From an optimization exercise on the open Yosys and OpenROAD flow, aimed at small area, a short achievable clock period and few clock cycles per item; shortcuts taken in it are not production practice.
Function was checked by simulation only, so behaviour that the tests miss may differ from the original.

--- flow/config.mk ---
export PLATFORM = sky130hd
export DESIGN_NAME = alu_datapath
export DESIGN_NICKNAME = alu_datapath
export VERILOG_FILES = /design/flow/design.v
export SDC_FILE = /design/flow/constraint.sdc
export NUM_CORES = 4
export LEC_CHECK = 0
export CAP_MARGIN = 20
export CORE_MARGIN = 2
export CORE_UTILIZATION = 50
export SLEW_MARGIN = 20
--- flow/constraint.sdc ---
create_clock -name core_clock -period 13.0 [get_ports {clock}]
set_input_delay 2.6000 -clock core_clock [delete_from_list [all_inputs] [get_ports {clock}]]
set_output_delay 2.6000 -clock core_clock [all_outputs]
set_load 0.01 [all_outputs]
--- flow/design.v ---
`default_nettype none
package alu_types_pkg;
	typedef logic [32-1:0] word_t;
	typedef logic [2*32-1:0] dword_t;
	typedef enum logic [3:0] {
		OP_AND  = 4'd0,
		OP_OR   = 4'd1,
		OP_NEG  = 4'd2,
		OP_NOT  = 4'd3,
		OP_ADD  = 4'd4,
		OP_SUB  = 4'd5,
		OP_MUL  = 4'd6,
		OP_DIV  = 4'd7,
		OP_SHR  = 4'd8,
		OP_SHRA = 4'd9,
		OP_SHL  = 4'd10,
		OP_ROR  = 4'd11,
		OP_ROL  = 4'd12
	} alu_op_t;
	typedef struct packed {
		alu_op_t op;
		word_t   y;
		word_t   b;
	} operand_s;
endpackage
`default_nettype wire
`default_nettype none
package alu_ctrl_pkg;
	typedef enum logic [1:0] {
		DIV_IDLE,
		DIV_PREP,
		DIV_ITER,
		DIV_FIX
	} div_state_t;
	typedef struct packed {
		logic [32-1:0] hi;
		logic [32-1:0] lo;
	} result_s;
endpackage
`default_nettype wire
`timescale 1ns/1ps
`default_nettype none
module alu_datapath (
	input  wire        clock,
	input  wire        rst_n,
	input  wire [31:0] bus,
	input  wire        y_in,
	input  wire        start,
	input  wire [3:0]  op,
	output wire [31:0] z_hi,
	output wire [31:0] z_lo,
	output logic       done,
	output logic       busy
);
	localparam int W = 37;    
	localparam logic [3:0] OP_AND = 4'd0, OP_OR = 4'd1, OP_NEG = 4'd2, OP_NOT = 4'd3,
		OP_ADD = 4'd4, OP_SUB = 4'd5, OP_MUL = 4'd6, OP_DIV = 4'd7,
		OP_SHR = 4'd8, OP_SHRA = 4'd9, OP_SHL = 4'd10, OP_ROR = 4'd11, OP_ROL = 4'd12;
	logic [31:0] y_q;       
	logic        ypend;     
	logic [31:0] b_q;       
	logic        f_and, f_or, f_not, f_ar, f_shr, f_shra, f_shl, f_rot;
	logic [4:0]  rsh_q;     
	logic [4:0]  lsa_q, lsd_q;    
	logic        x_inv_q, w_b_q, w_inv_q;
	logic        v_s;       
	logic        p_div;     
	logic        st_mul;    
	logic        st_p2;     
	logic        st_dit;    
	logic        st_fin;    
	logic        st_last;   
	logic        xs_a;      
	logic [4:0]  cnt;
	logic [31:0] a_q;       
	logic [32:0] c_q;       
	logic        lc;        
	logic [31:0] q_q;       
	logic [1:0]  dg_one, dg_two, dg_neg;    
	logic        neg_q, neg_r;
	logic        triv_q;    
	logic        bz_q;      
	logic [63:0] z_q;
	wire take     = start & ~busy;
	wire mul_end  = st_mul & (cnt == 5'd7);
	wire div_end  = st_dit & (cnt == 5'd31);
	logic [31:0] ax_src;
	always_comb begin
		if (st_dit)       ax_src = {a_q[30:0], q_q[31]};
		else if (st_fin)  ax_src = q_q;
		else if (xs_a)    ax_src = a_q;
		else              ax_src = y_q;
	end
	wire [31:0] ax = ax_src ^ {32{x_inv_q}};
	wire [31:0] aw = xs_a ? c_q[31:0] : ({32{w_b_q}} & (b_q ^ {32{w_inv_q}}));
	wire        acin = x_inv_q | (w_b_q & w_inv_q) | (xs_a & lc);
	wire [32:0] addr_w = {ax, 1'b1} + {aw, acin};
	wire [31:0] addr = addr_w[32:1];
	wire [31:0] sh_src = st_p2 ? q_q : y_q;
	wire [4:0]  sh_amt = st_p2 ? cnt : b_q[4:0];
	wire [5:0]  mk_amt = {st_p2 & triv_q, sh_amt};    
	logic [31:0] rot;
	always_comb begin
		rot = sh_src;
		for (int i = 0; i < 5; i++) begin
			if (rsh_q[i]) rot = (rot >> (1 << i)) | (rot << (32 - (1 << i)));
		end
	end
	wire [31:0] lomask = mk_amt[5] ? 32'hffffffff : ~(32'hffffffff << mk_amt[4:0]);
	wire [31:0] himask = ~(32'hffffffff >> sh_amt);
	wire [31:0] sh_lo = rot & lomask;
	wire [31:0] sh_shl = rot & ~lomask;
	wire [31:0] sh_shr = rot & ~himask;
	wire [31:0] sh_shra = sh_shr | (himask & {32{y_q[31]}});
	wire [31:0] sres = ({32{f_and}} & (y_q & b_q)) | ({32{f_or}} & (y_q | b_q)) |
	                   ({32{f_not}} & ~y_q) | ({32{f_ar}} & addr) |
	                   ({32{f_shr}} & sh_shr) | ({32{f_shra}} & sh_shra) |
	                   ({32{f_shl}} & sh_shl) | ({32{f_rot}} & rot);
	wire fin_add = st_fin & a_q[31];
	wire one0 = (dg_one[0] & st_mul) | fin_add;
	wire two0 = dg_two[0] & st_mul;
	wire neg0 = (dg_neg[0] & st_mul) | (fin_add & (neg_r ^ b_q[31]));
	wire one1 = dg_one[1] & st_mul;
	wire two1 = dg_two[1] & st_mul;
	wire neg1 = dg_neg[1] & st_mul;
	wire [33:0] m34 = {{2{b_q[31]}}, b_q};
	wire [33:0] mag0 = (one0 ? m34 : (two0 ? {m34[32:0], 1'b0} : 34'd0)) ^ {34{neg0}};
	wire [33:0] mag1 = (one1 ? m34 : (two1 ? {m34[32:0], 1'b0} : 34'd0)) ^ {34{neg1}};
	wire          acc_on = st_mul & (cnt != 5'd0);
	wire [W-1:0]  sx = acc_on ? {{(W-32){a_q[31]}}, a_q} :
	                   (st_fin ? {{(W-32){a_q[31]}}, a_q} ^ {W{neg_r}} : '0);
	wire [W-1:0]  cx = acc_on ? {{(W-33){c_q[32]}}, c_q} : '0;
	wire [W-1:0]  r1 = {{(W-34){mag0[33]}}, mag0};
	wire [W-1:0]  r2 = {{(W-36){mag1[33]}}, mag1, {2{neg1}}};
	wire [W-1:0]  s1 = sx ^ cx ^ r1;
	wire [W-1:0]  m1 = (sx & cx) | (sx & r1) | (cx & r1);
	wire [W-1:0]  c1 = {m1[W-2:0], neg0};
	wire [W-1:0]  s2 = s1 ^ c1 ^ r2;
	wire [W-1:0]  m2 = (s1 & c1) | (s1 & r2) | (c1 & r2);
	wire [W-1:0]  c2 = {m2[W-2:0], neg1};
	wire [4:0]    low = {1'b0, s2[3:0]} + {1'b0, c2[3:0]} + {4'd0, lc};
	function automatic [2:0] booth(input [2:0] g);    
		booth = {g[1] ^ g[0], (g == 3'b011) | (g == 3'b100), g[2] & ~(g[1] & g[0])};
	endfunction
	wire [31:0] mq = (cnt == 5'd0) ? y_q : q_q;
	wire [3:0]  y_nx = ypend ? b_q[3:0] : y_q[3:0];
	wire [4:0]  dsrc = busy ? mq[7:3] : {y_nx, 1'b0};
	wire [2:0]  dn0 = booth(dsrc[2:0]);
	wire [2:0]  dn1 = booth(dsrc[4:2]);
	function automatic [4:0] lsb31(input [31:0] x);
		logic [30:0] t;
		t = x[30:0] ^ x[31:1];
		lsb31 = 5'd31;
		for (int i = 0; i < 31; i++) begin
			if (t[i]) lsb31 = 5'(30 - i);
		end
	endfunction
	wire [4:0] ls_y = ypend ? lsd_q : lsb31(y_q);
	wire [6:0] kval = 7'd31 + {2'b0, lsa_q} - {2'b0, lsd_q} - {6'd0, y_q[31]};    
	wire [4:0] kneg = 5'd1 + lsd_q - lsa_q + {4'd0, y_q[31]};    
	wire bz   = (b_q == 32'd0);
	wire triv = bz | (~kval[6] & kval[5]);
	wire [4:0] kcl = kval[6] ? 5'd0 : kval[4:0];
	wire [4:0] kclneg = (triv | kval[6]) ? 5'd0 : kneg;
	always_ff @(posedge clock or negedge rst_n) begin
		if (!rst_n) begin
			y_q   <= '0;
			ypend <= 1'b0;
		end else begin
			if (y_in & ~take) y_q <= bus;
			else if (ypend)   y_q <= b_q;
			ypend <= y_in & take;
		end
	end
	always_ff @(posedge clock) begin
		if (!busy) begin
			b_q    <= bus;
		end
		f_and  <= (op == OP_AND);
		f_or   <= (op == OP_OR);
		f_not  <= (op == OP_NOT);
		f_ar   <= (op == OP_NEG) | (op == OP_ADD) | (op == OP_SUB);
		f_shr  <= (op == OP_SHR);
		f_shra <= (op == OP_SHRA);
		f_shl  <= (op == OP_SHL);
		f_rot  <= (op == OP_ROR) | (op == OP_ROL);
		if (p_div) rsh_q <= kclneg;    
		else rsh_q <= ((op == OP_SHL) | (op == OP_ROL)) ? 5'd0 - bus[4:0] : bus[4:0];
		lsa_q  <= ls_y;
		lsd_q  <= lsb31(bus);
		xs_a    <= (take & (op == OP_MUL)) | st_mul | st_fin;
		x_inv_q <= (take & ((op == OP_NEG) | ((op == OP_DIV) & (ypend ? b_q[31] : y_q[31])))) |
		           ((div_end | (st_p2 & triv_q)) & neg_q);
		w_b_q   <= (take & ((op == OP_ADD) | (op == OP_SUB))) | (st_p2 & ~triv_q) | (st_dit & ~div_end);
		w_inv_q <= (take & (op == OP_SUB)) | (st_p2 & ~b_q[31]) | (st_dit & (~addr[31] ^ b_q[31]));
	end
	always_ff @(posedge clock or negedge rst_n) begin
		if (!rst_n) begin
			v_s     <= 1'b0;
			p_div   <= 1'b0;
			st_mul  <= 1'b0;
			st_p2   <= 1'b0;
			st_dit  <= 1'b0;
			st_fin  <= 1'b0;
			st_last <= 1'b0;
			busy    <= 1'b0;
			done    <= 1'b0;
		end else begin
			v_s     <= take & (op != OP_MUL) & (op != OP_DIV);
			p_div   <= take & (op == OP_DIV);
			st_mul  <= (take & (op == OP_MUL)) | (st_mul & ~mul_end);
			st_p2   <= p_div;
			st_dit  <= (st_p2 & ~triv_q) | (st_dit & ~div_end);
			st_fin  <= div_end | (st_p2 & triv_q);
			st_last <= mul_end | st_fin;
			if (take) busy <= (op == OP_MUL) | (op == OP_DIV);
			else if (mul_end | st_fin) busy <= 1'b0;
			done    <= v_s | st_last;
		end
	end
	always_ff @(posedge clock) begin
		if (!busy) cnt <= 5'd0;
		else if (p_div) cnt <= triv ? 5'd0 : kcl;
		else if (st_mul | st_dit) cnt <= cnt + 5'd1;
		if (p_div) begin
			neg_q  <= (y_q[31] ^ b_q[31]) | bz;
			neg_r  <= y_q[31];
			triv_q <= triv;
			bz_q   <= bz;
		end
		if (!busy | st_mul) begin
			dg_one <= {dn1[2], dn0[2]};
			dg_two <= {dn1[1], dn0[1]};
			dg_neg <= {dn1[0], dn0[0]};
		end
		if (!busy) lc <= 1'b0;
		else if (st_mul) lc <= low[4];
		else if (st_fin) lc <= neg_r;
		if (st_mul) a_q <= s2[35:4];
		else if (st_fin) a_q <= s2[31:0];
		else if (st_p2) a_q <= sh_lo;
		else if (st_dit) a_q <= addr;
		if (st_mul) c_q <= c2[36:4];
		else if (st_fin) c_q <= {1'b0, c2[31:0]};
		if (p_div | st_fin) q_q <= addr;
		else if (st_mul) q_q <= {low[3:0], mq[31:4]};
		else if (st_p2) q_q <= {sh_shl[31:1], sh_shl[0] | bz_q};
		else if (st_dit) q_q <= {q_q[30:0], ~addr[31]};
	end
	always_ff @(posedge clock or negedge rst_n) begin
		if (!rst_n) z_q <= '0;
		else if (v_s) z_q <= {32'd0, sres};
		else if (st_last) z_q <= {addr, q_q};
	end
	assign z_hi = z_q[63:32];
	assign z_lo = z_q[31:0];
endmodule
`default_nettype wire
--- flow/flow/run.sh ---
#!/bin/bash
set -euo pipefail
bash standard.sh "BUFFER_PORTS_ARGS=-buffer_cell sky130_fd_sc_hd__buf_1" SETUP_SLACK_MARGIN=9 finish > standard_flow.log 2>&1
--- flow/standard.sh ---
#!/bin/bash
# synth_recipe.tcl (not shown) runs the flow's synth.tcl, then flattens the netlist and writes it again
# the make line also repeats each setting of config.mk as NAME=value (left out here)
make -C /OpenROAD-flow-scripts/flow DESIGN_CONFIG=/design/flow/config.mk WORK_HOME=/design/flow/orfs CLKGATE_MAP_FILE= SYNTH_SCRIPT=/design/flow/synth_recipe.tcl "${@:-finish}"
==> impl_metrics.tcl, run 1 <==
set metrics [dict create \
    outcome "complete, no violations" \
    cp_slowest_cell "mux2i_1" \
    worstMarginPinSlew_ns 1.22 \
    fin_ws_ns 8.93 \
    holdPathStages 2 \
    cp_max_fo 28 \
    maxCapViolations 0 \
    grt_antenna_before_repair 16 \
    grt.busiest_layer "met2" \
    dpl_worst_slack_ns 7.53 \
    ant_nets 0 \
    worstPathRequired_ns 13.31 \
    rr_worst_depth 9 \
    htreeDepth 2 \
    synth_cell_type_count 89 \
    rrSetupSlack_ns 8.93 \
    ioPinCount 106 \
    first_global_vias 26500 \
    drc_errors 0 \
    place.port_buffers 105 \
    die_w_um 236 \
    period_share 0.313 \
    min_to "lsa_q[2]" \
    vias 29400 \
    synthToLayoutAreaGrowth_pct 14.8 \
    hp-start "lsd_q[2]" \
    synth_edf_count 139 \
    grt_start_max_net_pins 66 \
    finalWirelength_mm 146 \
    clkLatencyLatePin_ns 0.60 \
    nFillCells 4690 \
    min_period_ns 4.07 \
    met3_usage 0.220 \
    core_sq_um 52800 \
    dpl.hpwl_mm 102 \
    drt-vias-per-instance 7.33 \
    dr.pass1.iters 11 \
    rsz0062_at_grt "true" \
    die_area_sq_um 55500 \
    reg2reg_from "st_p2" \
    slew_headroom 0.166 \
    crit_start "st_p2" \
    cts_tree "yes" \
    hold_viol 0 \
    synth_area_per_cell_sq_um 8.25 \
    path_cells "buf_12, mux4_2, mux2_2, mux2i_1, mux2i_1, mux2i_1, o21ai_1, o21ai_0, a21oi_1" \
    drtIter0Drc 5632 \
    numCtsBuffers 36 \
    ys_seq_area_frac 0.279 \
    initial_core_util 0.509 \
    critPathKind "flip-flop to flip-flop" \
    cts.path.max_buffers 3 \
    drive_gt1_frac 0.156 \
    die_y_um 236 \
    use_met1 0.636 \
    max_freq_ghz 0.246 \
    use_met2 0.673 \
    cp.arrival_ns 4.38 \
    cts.sinks 278 \
    r2r_end "a_q[18]" \
    end_kind "flip-flop" \
    cpPeakStageDelay_ns 0.75 \
    grt_usage 0.502 \
    rows 84 \
    ys_warn_count 1 \
    skew_ns 0.0368 \
    syn_nets 3426 \
    gp_congestion 1.13 \
    synth_area_sq_um 26800 \
    overflow 0 \
    start_kind "flip-flop" \
    synth_flop_cell "edfxtp_1" \
    async_reset_ff_frac 0.381 \
    postSynthCellCount 3251 \
    final_nets 3457 \
    path_common_cell "mux2i_1" \
    hold_class "flip-flop to flip-flop" \
    grt_pass1_wl_mm 199 \
    setup_tns_ns 0 \
    setup_viol 0 \
    path_clk_slew_ns 0.06 \
    postCtsHoldBufs 0 \
    cts-root-buf "clkbuf_16" \
    maxSlewViolCount 0 \
    ys_ff_latch 278 \
    wl_per_cell_um 36.4 \
]
## synthesized netlist by cell type (all sizes together) (9+ instances only)
library cell  number  share of area
nor2b             20         0.0047
or3               16         0.0037
a21oi            306          0.057
dfrtp            106          0.099
ha                62          0.029
nor3              47         0.0088
o21ai            319          0.060
xnor2            126          0.041
o221ai            16         0.0052
a31oi             25         0.0058
clkbuf           241          0.034
and3              54          0.013
buf               55         0.0097
o311ai             9         0.0029
nand3             58          0.011
nor4              18         0.0042
a22oi             12         0.0034
nand2b            14         0.0033
mux2i            153          0.057
o211ai            17         0.0049
edfxtp           139           0.16
xor2              76          0.025
mux4              49          0.043
dfxtp             33          0.025
and2              50          0.012
nand4             22         0.0051
o22ai             36         0.0084
a21o              29         0.0081
mux2              67          0.028
a211oi            20         0.0058
o21bai            15         0.0042
nor2             246          0.034
nand2            446          0.062
a221oi            37          0.013
fa                73          0.054
or2                9         0.0021
o21a              19         0.0053
a22o              11         0.0036
inv               86          0.012
o31ai             12         0.0034
## final cells by class
class	count	area, sq um	area share
Clock buffer	46	1010	0.0328
Antenna cell	10	25.0	0.000812
Multi-Input combinational cell	2592	18700	0.607
Sequential cell	278	7540	0.245
Tap cell	688	861	0.0279
Clock inverter	20	188	0.00609
Inverter	88	335	0.0109
Timing Repair Buffer	286	2150	0.0697
## worst max-delay path, delay by kind of cell, from the launching register on
family / cells / cell delay (ns)
mux: 5 / 1.96
compound gates: 3 / 0.88
flops: 1 / 0.66
buf+inv: 1 / 0.27
## state kept, by name, summed over array words and instances, names as in the netlist, 2 cells and up
name	cells
dg_one	2
rsh_q	5
y_q	32
cnt	5
q_q	32
dg_two	2
c_q	33
lsd_q	5
dg_neg	2
lsa_q	5
z_q	64
b_q	32
a_q	32
## metal layers
layer  wire length, um  vias up  share of wire
met4             13900       16          0.096
li1                  -    11800              -
met2             55800     2795           0.38
met5               302        -         0.0021
met1             51600    14000           0.35
met3             24200      790           0.17
## through the flow
| stage | instance area, sq um | hold slack (ns) | instances | util |
|---|---|---|---|---|
| finish | 30800 | 0.480 | 4008 | 0.584 |
| floorplan | 26800 | 0.430 | 3251 | - |
| global placement | 27800 | 0.453 | 3855 | 0.527 |
| CTS | 29800 | 0.479 | 3957 | 0.565 |
| detailed placement | 27800 | 0.471 | 3855 | 0.527 |
| global route | 30800 | 0.508 | 3999 | 0.584 |
## placed cells by master, fill, tap and decap left out, types with 62 or more instances in the layout
cell and instances:
xor2_1 70, xnor2_1 117, o21ai_1 102, dfrtp_1 92
o21ai_0 206, mux2i_1 150, mux2_2 62, fa_1 70
edfxtp_1 139, a21oi_1 290, buf_4 150, nor2_1 240
nand2_1 445, inv_1 81, buf_1 102
## cell families after synthesis
family / count (synthesis) / share of synthesized area
and+or+nand+nor: 1022 / 0.171
AOI/OAI and AO/OA: 961 / 0.218
DFF: 278 / 0.279
xor gates and xnor gates: 202 / 0.0659
adders and majority gates: 135 / 0.0834
muxes: 269 / 0.128
buffers and inverters: 384 / 0.0557
## timing repair
item | 4_1_cts | 5_1_grt
endpoints found under the setup margin | 158 | 76
gates resized for setup | 85 | 139
cloned | 7 | 9
buffers inserted | 29 | 30
pin swaps | 15 | 34
## worst max-delay path by stage
stage | slack (ns) | endpoint | cells past startpoint
3_3_place_gp | 7.56 | a_q[28] | 12
4_1_cts | 8.88 | a_q[15] | 14
5_1_grt | 8.88 | a_q[28] | 17
3_5_place_dp | 7.53 | a_q[28] | 12
6_report | 8.93 | a_q[18] | 9
2_1_floorplan | 9.01 | w_inv_q | 17
Testbench counts, summed over its fixed seeds: cycles 9,521, ops 2,400.
==> run 2, diff against run 1 <==
--- a/flow/config.mk
+++ b/flow/config.mk
@@ -8,4 +8,6 @@
 export CAP_MARGIN = 20
 export CORE_MARGIN = 2
-export CORE_UTILIZATION = 50
+export CORE_UTILIZATION = 45
+export CTS_CLUSTER_DIAMETER = 100
+export CTS_CLUSTER_SIZE = 20
 export SLEW_MARGIN = 20
==> impl_metrics.tcl, run 2 <==
set metrics [dict create \
    largest_register_ffs 64 \
    die_y_um 248 \
    synth_flop_cell "edfxtp_1" \
    path_clk_slew_ns 0.09 \
    cp.arrival_ns 4.40 \
    drtIter0Drc 4565 \
    ys_seq_area_frac 0.279 \
    crit_buf_inv 2 \
    finalWirelength_mm 144 \
    synth_adder_area_share 0.0834 \
    grt_antenna_before_repair 10 \
    skew_ns 0.0601 \
    synth_simple_gate_area_frac 0.171 \
    initial_core_util 0.455 \
    ioPinCount 106 \
    syn_nets 3426 \
    cpPeakStageDelay_ns 0.71 \
    cts.path.max_buffers 3 \
    most-common-layout-cells "nand2_1, a21oi_1, nor2_1" \
    hold_viol 0 \
    synth_cell_type_count 89 \
    first_global_vias 25800 \
    synth_most_common_cell "nand2_1" \
    ys_warn_count 1 \
    outcome "complete, no violations" \
    wl_per_cell_um 35.6 \
    clkLatencyLatePin_ns 0.64 \
    largestRegisters "z_q (64), c_q (33)" \
    nFillCells 5628 \
    ys_ff_latch 278 \
    drive_gt1_frac 0.147 \
    drc_errors 0 \
    vias 28200 \
    setup_tns_ns 0 \
    critPathKind "flip-flop to flip-flop" \
    final_nets 3436 \
    rsz0062_at_grt "true" \
    dpl.hpwl_mm 105 \
    synth_area_sq_um 26800 \
    muxShareOfSynthArea 0.128 \
    start_kind "flip-flop" \
    ant_nets 0 \
    place.port_buffers 105 \
    async_reset_ff_frac 0.381 \
    overflow 0 \
    synth_largest_area_cell "edfxtp_1" \
    path_cells "buf_12, mux4_1, mux2_2, mux2i_1, nor2_1, o21ai_1, o21ai_1, buf_4, a221oi_1, o31ai_1" \
    cp_slowest_cell "mux4_1" \
    placed_area_sq_um 28000 \
    synth_compound_area_frac 0.218 \
    max_freq_ghz 0.248 \
    cts.sinks 278 \
    synth_top_area_frac 0.156 \
    synth_top_family_by_area "compound AO/OA/AOI/OAI gates" \
    cp_max_fo 56 \
    core_sq_um 59000 \
    die_area_sq_um 61600 \
    drt-vias-per-instance 6.95 \
    path_delay_family "multiplexers" \
    synthTopCellsByCount "nand2_1, a21oi_1, nor2_1" \
    grt_usage 0.459 \
    maxSlewViolCount 0 \
    setup_viol 0 \
    path_common_cell "o21ai_1" \
    rows 89 \
    top_register "z_q" \
    synth_edf_count 139 \
    worstMarginPinSlew_ns 1.16 \
    worstPathRequired_ns 13.36 \
    slew_headroom 0.222 \
    final_common_cell "nand2_1" \
    die_w_um 248 \
    min_period_ns 4.03 \
    maxCapViolations 0 \
    postCtsHoldBufs 0 \
    htreeDepth 1 \
    cts_tree "yes" \
    hold_class "flip-flop to flip-flop" \
    cts-root-buf "clkbuf_16" \
    grt_pass1_wl_mm 199 \
    fin_area_sq_um 30500 \
    synth_xor_area_frac 0.0659 \
    end_kind "flip-flop" \
    numCtsBuffers 24 \
    gp_congestion 1.09 \
    postSynthCellCount 3251 \
    rrSetupSlack_ns 8.97 \
    period_share 0.310 \
    dr.pass1.iters 6 \
    synthTopCellsByArea "edfxtp_1, dfrtp_1, nand2_1" \
    synth_area_per_cell_sq_um 8.25 \
    grt_start_max_net_pins 69 \
    synthToLayoutAreaGrowth_pct 13.7 \
]
[run 2: logic make-up (layout without fill, tap and decap cells)]
logic type	Yosys count	in the layout
fa+ha+maj	135	135
buf+inv	384	410
simple gates	1022	1023
xor+xnor	202	202
flops	278	278
other cells	0	8
compound gates	961	962
mux	269	269
[run 2: tightest hold or removal path: cells and delay by family, from the launching register on]
kind / cells / cell delay [ns]
AO/OA/AOI/OAI: 2 / 0.12
flip-flops: 1 / 0.33
[run 2: per-layer routing]
| metal | part of all wire | GRT usage | wire [um] | up-vias |
|---|---|---|---|---|
| met5 | 0.00016 | 0 | 23 | - |
| met1 | 0.38 | 0.611 | 54300 | 13600 |
| met4 | 0.081 | 0.277 | 11600 | 4 |
| met3 | 0.14 | 0.150 | 20900 | 527 |
| li1 | - | - | - | 11700 |
| met2 | 0.40 | 0.646 | 57500 | 2303 |
[run 2: timing repair]
| item | CTS | global route |
|---|---|---|
| setup buffers | 25 | 23 |
| setup endpoints to repair | 161 | 73 |
| pin swaps | 16 | 32 |
| gates resized for setup | 99 | 117 |
| gates cloned | 7 | 3 |
[run 2: final cells by class]
cell class	instances	area (sq um)	share of cell area
flip-flops and latches	278	7530	0.247
inverters	88	337	0.0110
well taps	773	967	0.0317
clock buffers	29	619	0.0203
clock inverters	15	214	0.00701
diodes	8	20.0	0.000656
repair buffers	278	2120	0.0695
multi-input cells	2591	18700	0.613
[run 2: final timing paths]
check | from | end | cells past startpoint
max reg2reg | st_p2 | a_q[5] | 10
min reg2reg | neg_q | x_inv_q | 2
min in group asynchronous | rst_n | st_p2 | 1
max in group asynchronous | rst_n | y_q[24] | 2
max | st_p2 | a_q[5] | 10
min | neg_q | x_inv_q | 2
[run 2: metrics by stage]
step / std cells / utilization / worst slack (ns) / hold slack, ns
finish: 4060 / 0.517 / 8.97 / 0.481
global route: 4052 / 0.517 / 8.90 / 0.518
CTS: 4025 / 0.503 / 8.97 / 0.485
detailed placement: 3949 / 0.475 / 7.62 / 0.464
global placement: 3947 / 0.474 / 7.60 / 0.466
floorplan: 3251 / - / 9.01 / 0.430
==> run 3, diff against run 2 <==
==> flow/flow/run.sh (replaced) <==
#!/bin/bash
set -euo pipefail
bash standard.sh "BUFFER_PORTS_ARGS=-buffer_cell sky130_fd_sc_hd__buf_1" SETUP_SLACK_MARGIN=9.2 finish > standard_flow.log 2>&1
--- a/flow/config.mk
+++ b/flow/config.mk
@@ -9,5 +9,3 @@
 export CORE_MARGIN = 2
 export CORE_UTILIZATION = 45
-export CTS_CLUSTER_DIAMETER = 100
-export CTS_CLUSTER_SIZE = 20
 export SLEW_MARGIN = 20
==> impl_metrics.tcl, run 3 <==
set metrics [dict create \
    outcome "complete, no violations" \
    cts.sinks 278 \
    rsz0062_at_grt "true" \
    postCtsHoldBufs 0 \
    postSynthCellCount 3251 \
    fin_util 0.536 \
    drive_gt1_frac 0.177 \
    rr_worst_depth 15 \
    post-place-cells 3961 \
    slew_headroom 0.231 \
    numCtsBuffers 37 \
    final_common_cell "nand2_1" \
    synth_top_family_by_area "compound AO/OA/AOI/OAI gates" \
    min_to "z_q[54]" \
    setup_tns_ns 0 \
    first_global_vias 26200 \
    synth_area_sq_um 26800 \
    die_y_um 248 \
    cts_tree "yes" \
    hp-start "z_q[54]" \
    grt_usage 0.468 \
    path_clk_slew_ns 0.07 \
    fin_cells 4129 \
    synth_simple_gate_area_frac 0.171 \
    vias 28700 \
    die_area_sq_um 61600 \
    drc_errors 0 \
    synthToLayoutAreaGrowth_pct 17.8 \
    ys_seq_area_frac 0.279 \
    synth_compound_area_frac 0.218 \
    synthTopCellsByArea "edfxtp_1, dfrtp_1, nand2_1" \
    r2r_end "q_q[20]" \
    synth_cell_type_count 89 \
    die_w_um 248 \
    htreeDepth 2 \
    cp_max_fo 23 \
    gp_congestion 1.12 \
    hold_viol 0 \
    reg2reg_from "st_fin" \
    synth_xor_area_frac 0.0659 \
    overflow 0 \
    final_nets 3498 \
    cts.path.max_buffers 3 \
    synth_largest_area_cell "edfxtp_1" \
    worstPathRequired_ns 13.34 \
    ioPinCount 106 \
    dr.pass1.iters 7 \
    synth_most_common_cell "nand2_1" \
    grt_pass1_wl_mm 203 \
    min_period_ns 3.96 \
    synth_top_area_frac 0.156 \
    cp.arrival_ns 4.30 \
    ys_warn_count 1 \
    skew_ns 0.0394 \
    critPathKind "flip-flop to flip-flop" \
    grt_antenna_before_repair 7 \
    drtIter0Drc 4900 \
    period_share 0.304 \
    wl_per_cell_um 35.5 \
    grt_start_max_net_pins 69 \
    cts-root-buf "clkbuf_16" \
    synthTopCellsByCount "nand2_1, a21oi_1, nor2_1" \
    syn_nets 3426 \
    ys_ff_latch 278 \
    core_sq_um 59000 \
    async_reset_ff_frac 0.381 \
    fin_ws_ns 9.04 \
    max_freq_ghz 0.253 \
    setup_viol 0 \
    initial_core_util 0.455 \
    synth_area_per_cell_sq_um 8.25 \
    start_kind "flip-flop" \
    dpl.hpwl_mm 105 \
    synth_flop_cell "edfxtp_1" \
    holdPathStages 2 \
    end_kind "flip-flop" \
    dpl_worst_slack_ns 7.65 \
    maxSlewViolCount 0 \
    top_register "z_q" \
    finalWirelength_mm 146 \
    rrSetupSlack_ns 9.04 \
    most-common-layout-cells "nand2_1, a21oi_1, nor2_1" \
    largest_register_ffs 64 \
    rows 89 \
    hold_class "flip-flop to flip-flop" \
    ant_nets 0 \
    place.port_buffers 105 \
    worstMarginPinSlew_ns 1.12 \
    drt-vias-per-instance 6.94 \
    synth_adder_area_share 0.0834 \
    largestRegisters "z_q (64), c_q (33)" \
    muxShareOfSynthArea 0.128 \
    maxCapViolations 0 \
    synth_edf_count 139 \
    clkLatencyLatePin_ns 0.60 \
]
## run 3: metrics by stage
stage                     hold slack [ns]  instance area [sq um]
after floorplan                     0.430                  26900
after global placement              0.461                  28100
after detailed placement            0.476                  28100
after CTS                           0.489                  30900
after global routing                0.521                  31600
final                               0.481                  31600
## run 3: worst max-delay path by stage
stage,start,end,cells past startpoint
6_report,st_fin,q_q[20],15
5_1_grt,st_fin,a_q[28],15
4_1_cts,neg_r,q_q[30],15
3_5_place_dp,xs_a,a_q[28],12
3_3_place_gp,xs_a,a_q[28],12
2_1_floorplan,bus[3],lsd_q[1],9
## run 3: routing by layer
layer / global-route usage / wire [um]
met4: 0.331 / 13400
met5: 0 / 13
met2: 0.641 / 57200
met1: 0.623 / 55200
met3: 0.145 / 20600
## run 3: kinds of logic (layout without fill, tap and decap cells)
family | Yosys count | in the layout
AO/OA/AOI/OAI | 961 | 962
XOR/XNOR | 202 | 202
adder cells (fa/ha/maj) | 135 | 135
buffers and inverters | 384 | 482
flip-flops | 278 | 278
multiplexers | 269 | 269
other | 0 | 4
AND/OR/NAND/NOR | 1022 | 1024
## run 3: repair_timing
item	in CTS	in global routing
resized for setup	174	127
gates cloned	17	0
pin swaps	26	57
buffers inserted	56	23
setup endpoints to repair	165	90
## run 3: cell type report
class	count	area, sq um
fill	5517	27400
clock buffer	54	1050
multi-input combinational	2592	19000
sequential	278	7520
tap	773	967
timing repair buffer	325	2540
clock inverter	14	191
inverter	88	357
timing repair inverter	1	7.51
antenna	4	10.0
## run 3: critical path, stage by stage, from the launching register on
cell and delay, ns:
dfrtp_2 0.46, buf_12 0.16, buf_16 0.17, nor2_2 0.12, a21oi_1 0.06, o21ai_2 0.24, xor2_1 0.19, ha_1 0.27
a21o_1 0.19, a21o_1 0.19, a221oi_4 0.41, o21ai_4 0.15, a2111o_1 0.45, a31o_1 0.24, and2_4 0.20, o21a_1 0.19
==> run 4, diff against run 3 <==
--- a/flow/design.v
+++ b/flow/design.v
@@ -79,6 +79,4 @@
 	logic [1:0]  dg_one, dg_two, dg_neg;    
 	logic        neg_q, neg_r;
-	logic        triv_q;    
-	logic        bz_q;      
 	logic [63:0] z_q;
 	wire take     = start & ~busy;
@@ -99,5 +97,4 @@
 	wire [31:0] sh_src = st_p2 ? q_q : y_q;
 	wire [4:0]  sh_amt = st_p2 ? cnt : b_q[4:0];
-	wire [5:0]  mk_amt = {st_p2 & triv_q, sh_amt};    
 	logic [31:0] rot;
 	always_comb begin
@@ -107,5 +104,5 @@
 		end
 	end
-	wire [31:0] lomask = mk_amt[5] ? 32'hffffffff : ~(32'hffffffff << mk_amt[4:0]);
+	wire [31:0] lomask = ~(32'hffffffff << sh_amt);
 	wire [31:0] himask = ~(32'hffffffff >> sh_amt);
 	wire [31:0] sh_lo = rot & lomask;
@@ -191,6 +188,6 @@
 		xs_a    <= (take & (op == OP_MUL)) | st_mul | st_fin;
 		x_inv_q <= (take & ((op == OP_NEG) | ((op == OP_DIV) & (ypend ? b_q[31] : y_q[31])))) |
-		           ((div_end | (st_p2 & triv_q)) & neg_q);
-		w_b_q   <= (take & ((op == OP_ADD) | (op == OP_SUB))) | (st_p2 & ~triv_q) | (st_dit & ~div_end);
+		           (div_end & neg_q) | (p_div & triv & ((y_q[31] ^ b_q[31]) | bz));
+		w_b_q   <= (take & ((op == OP_ADD) | (op == OP_SUB))) | st_p2 | (st_dit & ~div_end);
 		w_inv_q <= (take & (op == OP_SUB)) | (st_p2 & ~b_q[31]) | (st_dit & (~addr[31] ^ b_q[31]));
 	end
@@ -210,7 +207,7 @@
 			p_div   <= take & (op == OP_DIV);
 			st_mul  <= (take & (op == OP_MUL)) | (st_mul & ~mul_end);
-			st_p2   <= p_div;
-			st_dit  <= (st_p2 & ~triv_q) | (st_dit & ~div_end);
-			st_fin  <= div_end | (st_p2 & triv_q);
+			st_p2   <= p_div & ~triv;
+			st_dit  <= st_p2 | (st_dit & ~div_end);
+			st_fin  <= div_end | (p_div & triv);
 			st_last <= mul_end | st_fin;
 			if (take) busy <= (op == OP_MUL) | (op == OP_DIV);
@@ -226,6 +223,4 @@
 			neg_q  <= (y_q[31] ^ b_q[31]) | bz;
 			neg_r  <= y_q[31];
-			triv_q <= triv;
-			bz_q   <= bz;
 		end
 		if (!busy | st_mul) begin
@@ -240,10 +235,11 @@
 		else if (st_fin) a_q <= s2[31:0];
 		else if (st_p2) a_q <= sh_lo;
-		else if (st_dit) a_q <= addr;
+		else if (st_dit | (p_div & triv)) a_q <= addr;    
 		if (st_mul) c_q <= c2[36:4];
 		else if (st_fin) c_q <= {1'b0, c2[31:0]};
-		if (p_div | st_fin) q_q <= addr;
+		if (p_div) q_q <= triv ? {31'd0, bz} : addr;    
+		else if (st_fin) q_q <= addr;
 		else if (st_mul) q_q <= {low[3:0], mq[31:4]};
-		else if (st_p2) q_q <= {sh_shl[31:1], sh_shl[0] | bz_q};
+		else if (st_p2) q_q <= sh_shl;
 		else if (st_dit) q_q <= {q_q[30:0], ~addr[31]};
 	end
==> flow/flow/run.sh (replaced) <==
#!/bin/bash
set -euo pipefail
bash standard.sh "BUFFER_PORTS_ARGS=-buffer_cell sky130_fd_sc_hd__buf_1" SETUP_SLACK_MARGIN=9 finish > standard_flow.log 2>&1
--- a/flow/config.mk
+++ b/flow/config.mk
@@ -9,3 +9,5 @@
 export CORE_MARGIN = 2
 export CORE_UTILIZATION = 45
+export CTS_CLUSTER_DIAMETER = 100
+export CTS_CLUSTER_SIZE = 20
 export SLEW_MARGIN = 20
==> impl_metrics.tcl, run 4 <==
set metrics [dict create \
    final_nets 3461 \
    htreeDepth 1 \
    hold_viol 0 \
    initial_core_util 0.456 \
    rows 90 \
    largestRegisters "z_q (64), c_q (33)" \
    numCtsBuffers 21 \
    ant_nets 0 \
    fin_ws_ns 8.81 \
    dpl_worst_slack_ns 7.76 \
    grt_antenna_before_repair 10 \
    top_register "z_q" \
    cts_tree "yes" \
    nFillCells 5583 \
    drt-vias-per-instance 7.28 \
    synthToLayoutAreaGrowth_pct 14.7 \
    die_area_sq_um 63300 \
    async_reset_ff_frac 0.384 \
    fin_hold_ws_ns 0.493 \
    critPathKind "flip-flop to flip-flop" \
    start_kind "flip-flop" \
    ioPinCount 106 \
    cp.arrival_ns 4.52 \
    postCtsHoldBufs 0 \
    worstPathRequired_ns 13.33 \
    core_sq_um 60500 \
    grt_start_max_net_pins 67 \
    most-common-layout-cells "nand2_1, a21oi_1, nor2_1" \
    crit_start "st_fin" \
    clkLatencyLatePin_ns 0.61 \
    vias 29800 \
    end_kind "flip-flop" \
    max_freq_ghz 0.239 \
    dr.pass1.iters 9 \
    drc_errors 0 \
    overflow 0 \
    rr_worst_depth 12 \
    drive_gt1_frac 0.186 \
    wl_per_cell_um 38.2 \
    dpl.hpwl_mm 112 \
    cp_max_fo 66 \
    r2r_end "q_q[29]" \
    synth_top_area_frac 0.149 \
    period_share 0.322 \
    outcome "complete, no violations" \
    ys_warn_count 1 \
    cts-root-buf "clkbuf_16" \
    min_period_ns 4.19 \
    grt_usage 0.482 \
    rrSetupSlack_ns 8.81 \
    gp_congestion 1.10 \
    syn_nets 3433 \
    synthTopCellsByArea "edfxtp_1, dfrtp_1, mux4_2" \
    first_global_vias 27100 \
    cts.sinks 276 \
    postSynthCellCount 3258 \
    synth_edf_count 137 \
    holdPathStages 1 \
    maxCapViolations 0 \
    setup_viol 0 \
    skew_ns 0.0473 \
    finalWirelength_mm 156 \
    synth_cell_type_count 81 \
    hold_class "flip-flop to flip-flop" \
    fin_util 0.523 \
    maxSlewViolCount 0 \
    synthTopCellsByCount "nand2_1, a21oi_1, nor2_1" \
    ys_seq_area_frac 0.269 \
    reg2reg_from "st_fin" \
    synth_area_per_cell_sq_um 8.47 \
    crit_path_end "q_q[29]" \
    path_clk_slew_ns 0.10 \
    rsz0062_at_grt "true" \
    setup_tns_ns 0 \
    cts.path.max_buffers 3 \
    ys_ff_latch 276 \
    slew_headroom 0.148 \
    final_common_cell "nand2_1" \
    die_w_um 252 \
    worstMarginPinSlew_ns 1.26 \
    synth_most_common_cell "nand2_1" \
    drtIter0Drc 4602 \
    synth_flop_cell "edfxtp_1" \
    synth_area_sq_um 27600 \
    largest_register_ffs 64 \
    grt_pass1_wl_mm 215 \
    place.port_buffers 105 \
    die_y_um 252 \
    synth_largest_area_cell "edfxtp_1" \
]
## run 4: cell types whose count changed after synthesis, sizes merged, moves of 13 or more
cell   before  now
mux4       49  102
o21ai     319  289
xnor2     126  155
xor2       76   51
mux2       67   44
a21oi     306  287
mux2i     153  136
o21a       19    4
a221o       6   20
nand2     446  433
## run 4: final cells by class
cell class	count	area, sq um	area share
inverter	98	375	0.0119
tap	782	978	0.0309
sequential	276	7470	0.236
clock inverter	10	106	0.00336
clock buffer	28	593	0.0187
timing repair buffer	316	2360	0.0745
antenna	6	15.0	0.000475
multi-input combinational	2573	19700	0.624
## run 4: critical path: stages (launching register included)
cell	delay, ns
dfrtp_4	0.50
buf_16	0.30
a22o_1	0.21
buf_6	0.31
a21oi_2	0.11
xor2_1	0.17
fa_1	0.59
fa_1	0.46
buf_4	0.16
fa_2	0.60
a2bb2oi_2	0.17
o21ai_2	0.09
a32o_1	0.21
## run 4: worst min-delay path by stage
stage	startpoint	end	slack [ns]
floorplan	lsd_q[2]	lsa_q[2]	0.46
global placement	z_q[10]	z_q[10]	0.46
detailed placement	z_q[10]	z_q[10]	0.48
CTS	z_q[22]	z_q[22]	0.50
global route	z_q[10]	z_q[10]	0.52
finish	z_q[10]	z_q[10]	0.49
## run 4: through the flow
step / area [sq um] / std cells
after global routing: 31600 / 4085
after detailed placement: 28700 / 3956
final: 31600 / 4089
after CTS: 30500 / 4035
after global placement: 28700 / 3954
after floorplan: 27600 / 3258
## run 4: per-layer routing
metal	up-vias	track usage	share of wire
met5	-	0.0147	0.0013
met4	8	0.277	0.073
li1	11900	-	-
met1	14600	0.636	0.37
met3	586	0.200	0.16
met2	2686	0.656	0.39
## run 4: logic make-up (layout without fill, tap and decap cells)
logic type / after synthesis / count (layout) / share of synthesized area
flip-flops: 276 / 276 / 0.269
adder cells (fa/ha/maj): 135 / 135 / 0.0811
multiplexers: 282 / 282 / 0.151
AND/OR/NAND/NOR: 1013 / 1013 / 0.164
XOR/XNOR: 207 / 207 / 0.0662
other: 0 / 6 / 0
AO/OA/AOI/OAI: 936 / 936 / 0.211
buffers and inverters: 409 / 452 / 0.0586
## run 4: repair_timing
item	CTS	global route
setup endpoints to repair	185	126
setup buffers	34	46
pin swaps	36	41
cloned	7	1
resized for setup	157	164
Testbench counts of run 4, summed over its fixed seeds: cycles 9,493, ops 2,400.
==> run 5, diff against run 4 <==
--- a/flow/config.mk
+++ b/flow/config.mk
@@ -9,5 +9,3 @@
 export CORE_MARGIN = 2
 export CORE_UTILIZATION = 45
-export CTS_CLUSTER_DIAMETER = 100
-export CTS_CLUSTER_SIZE = 20
 export SLEW_MARGIN = 20
==> impl_metrics.tcl, run 5 <==
set metrics [dict create \
    synth_area_sq_um 27600 \
    path_delay_family "adder cells" \
    drive_gt1_frac 0.189 \
    ys_warn_count 1 \
    path_clk_slew_ns 0.06 \
    slew_headroom 0.120 \
    initial_core_util 0.456 \
    max_freq_ghz 0.237 \
    worstPathRequired_ns 13.34 \
    rsz0062_at_grt "true" \
    synth_area_per_cell_sq_um 8.47 \
    cp_max_fo 7 \
    synthTopCellsByCount "nand2_1, a21oi_1, nor2_1" \
    cp.arrival_ns 4.56 \
    die_w_um 252 \
    final_common_cell "nand2_1" \
    synthToLayoutAreaGrowth_pct 15.8 \
    final_nets 3477 \
    cts.sinks 276 \
    hold_class "flip-flop to flip-flop" \
    period_share 0.324 \
    setup_viol 0 \
    start_kind "flip-flop" \
    post-place-cells 3956 \
    maxSlewViolCount 0 \
    synth_cell_type_count 81 \
    ys_seq_area_frac 0.269 \
    overflow 0 \
    vias 29800 \
    path_common_cell "buf_12" \
    worstMarginPinSlew_ns 1.31 \
    outcome "complete, no violations" \
    ioPinCount 106 \
    min_period_ns 4.22 \
    numCtsBuffers 36 \
    rows 90 \
    drc_errors 0 \
    postSynthCellCount 3258 \
    place.port_buffers 105 \
    syn_nets 3433 \
    cts.path.max_buffers 3 \
    first_global_vias 27300 \
    ant_nets 0 \
    htreeDepth 2 \
    crit_buf_inv 6 \
    dpl.hpwl_mm 112 \
    die_y_um 252 \
    critPathKind "flip-flop to flip-flop" \
    synth_most_common_cell "nand2_1" \
    cts-root-buf "clkbuf_16" \
    grt_usage 0.484 \
    synth_top_area_frac 0.149 \
    ys_ff_latch 276 \
    most-common-layout-cells "nand2_1, a21oi_1, nor2_1" \
    maxCapViolations 0 \
    postCtsHoldBufs 0 \
    top_register "z_q" \
    largest_register_ffs 64 \
    drtIter0Drc 4959 \
    synth_largest_area_cell "edfxtp_1" \
    drt-vias-per-instance 7.23 \
    cp_slowest_cell "fa_2" \
    grt_start_max_net_pins 67 \
    dr.pass1.iters 10 \
    core_sq_um 60500 \
    wl_per_cell_um 38.1 \
    hold_viol 0 \
    async_reset_ff_frac 0.384 \
    cpPeakStageDelay_ns 0.53 \
    gp_congestion 1.10 \
    finalWirelength_mm 157 \
    synthTopCellsByArea "edfxtp_1, dfrtp_1, mux4_2" \
    skew_ns 0.0291 \
    path_cells "inv_4, ha_4, nor4b_4, clkbuf_16, nor2_4, buf_12, nor2b_4, buf_12, buf_12, buf_2, xnor2_1, nor2_1, fa_1, fa_2, a222oi_1, a21bo_1" \
    synth_flop_cell "edfxtp_1" \
    grt_antenna_before_repair 10 \
    grt_pass1_wl_mm 216 \
    cts_tree "yes" \
    synth_edf_count 137 \
    end_kind "flip-flop" \
    fin_cells 4115 \
    setup_tns_ns 0 \
    clkLatencyLatePin_ns 0.60 \
    die_area_sq_um 63300 \
    largestRegisters "z_q (64), c_q (33)" \
]
## run 5: path summary, 6_finish.rpt
check / start / end / slack (ns) / depth (start not counted)
max: cnt[1] / a_q[19] / 8.78 / 16
min: z_q[10] / z_q[10] / 0.48 / 1
max reg2reg: cnt[1] / a_q[19] / 8.78 / 16
min reg2reg: z_q[10] / z_q[10] / 0.48 / 1
max in group asynchronous: rst_n / st_p2 / 9.38 / 2
min in group asynchronous: rst_n / y_q[2] / 2.10 / 1
## run 5: logic make-up after synthesis
group	after synthesis	share of synthesized area
buffers and inverters	409	0.0586
DFF	276	0.269
xor gates and xnor gates	207	0.0662
AOI/OAI and AO/OA	936	0.211
and+or+nand+nor	1013	0.164
adders and majority gates	135	0.0811
muxes	282	0.151
## run 5: layout make-up
type	count	area, sq um
inverters	98	375
clock inverters	11	115
fillers	5520	28500
well taps	782	978
repair buffers	317	2360
diodes	3	7.51
clock buffers	55	1040
flip-flops and latches	276	7480
multi-input cells	2573	19600
## run 5: routing by layer
layer,vias up,global-route usage,wire length (um)
met5,-,0,153
met4,10,0.301,13000
met3,675,0.211,24900
met2,2693,0.648,60200
met1,14400,0.633,58700
li1,11900,-,-
## run 5: per-stage QoR
stage	instance area [sq um]	hold slack, ns	util	setup WS, ns
final	32000	0.481	0.529	8.78
after global routing	32000	0.509	0.528	8.72
after CTS	30900	0.488	0.510	8.80
after detailed placement	28700	0.476	0.475	7.76
after global placement	28700	0.459	0.475	7.63
after floorplan	27600	0.460	-	8.87
## run 5: what timing repair did
item / in CTS / in global routing
setup endpoints to repair: 185 / 124
cloned: 7 / 2
gates resized for setup: 145 / 161
endpoints found under the hold margin: 0 / 0
pin swaps: 22 / 59
buffers inserted: 30 / 51

-- what the ideal ports hide --
Ports are ideal in the flow. The routed layouts listed here were re-timed in OpenROAD. Step 1 sets driving cells, clkbuf_16 on the clock port and buf_2 on the other inputs (assumed; they add their load-dependent delay and slew). Step 2, shift: input delay + t, output delay - t, t = (earliest + latest rising clock arrival at the registers) / 2. This alone moves slack from input paths to output paths. a / b / c = ideal / step 1 / step 2; a / b = the first two.
| run | t, ns | slack for setup (ns) | latest minus earliest clock arrival (ns) | worst data-port slew with drivers (ns) | cell pins on the clock port's net |
|---|---|---|---|---|---|
| run 1 | 0.643 | 8.934 / 8.933 / 8.465 | 0.037 / 0.037 | 0.09 | 1 |
| run 2 | 0.666 | 8.969 / 8.969 / 8.532 | 0.060 / 0.060 | 0.08 | 1 |
| run 3 | 0.647 | 9.043 / 9.043 / 8.704 | 0.043 / 0.043 | 0.10 | 1 |
| run 4 | 0.663 | 8.808 / 8.808 / 8.456 | 0.048 / 0.047 | 0.05 | 1 |
| run 5 | 0.661 | 8.783 / 8.783 / 8.455 | 0.029 / 0.029 | 0.04 | 1 |
After both steps every run listed still meets setup and hold. The setup slack of run 1, which loses most, moves by -0.001 ns with the drivers and by -0.469 ns with both steps.
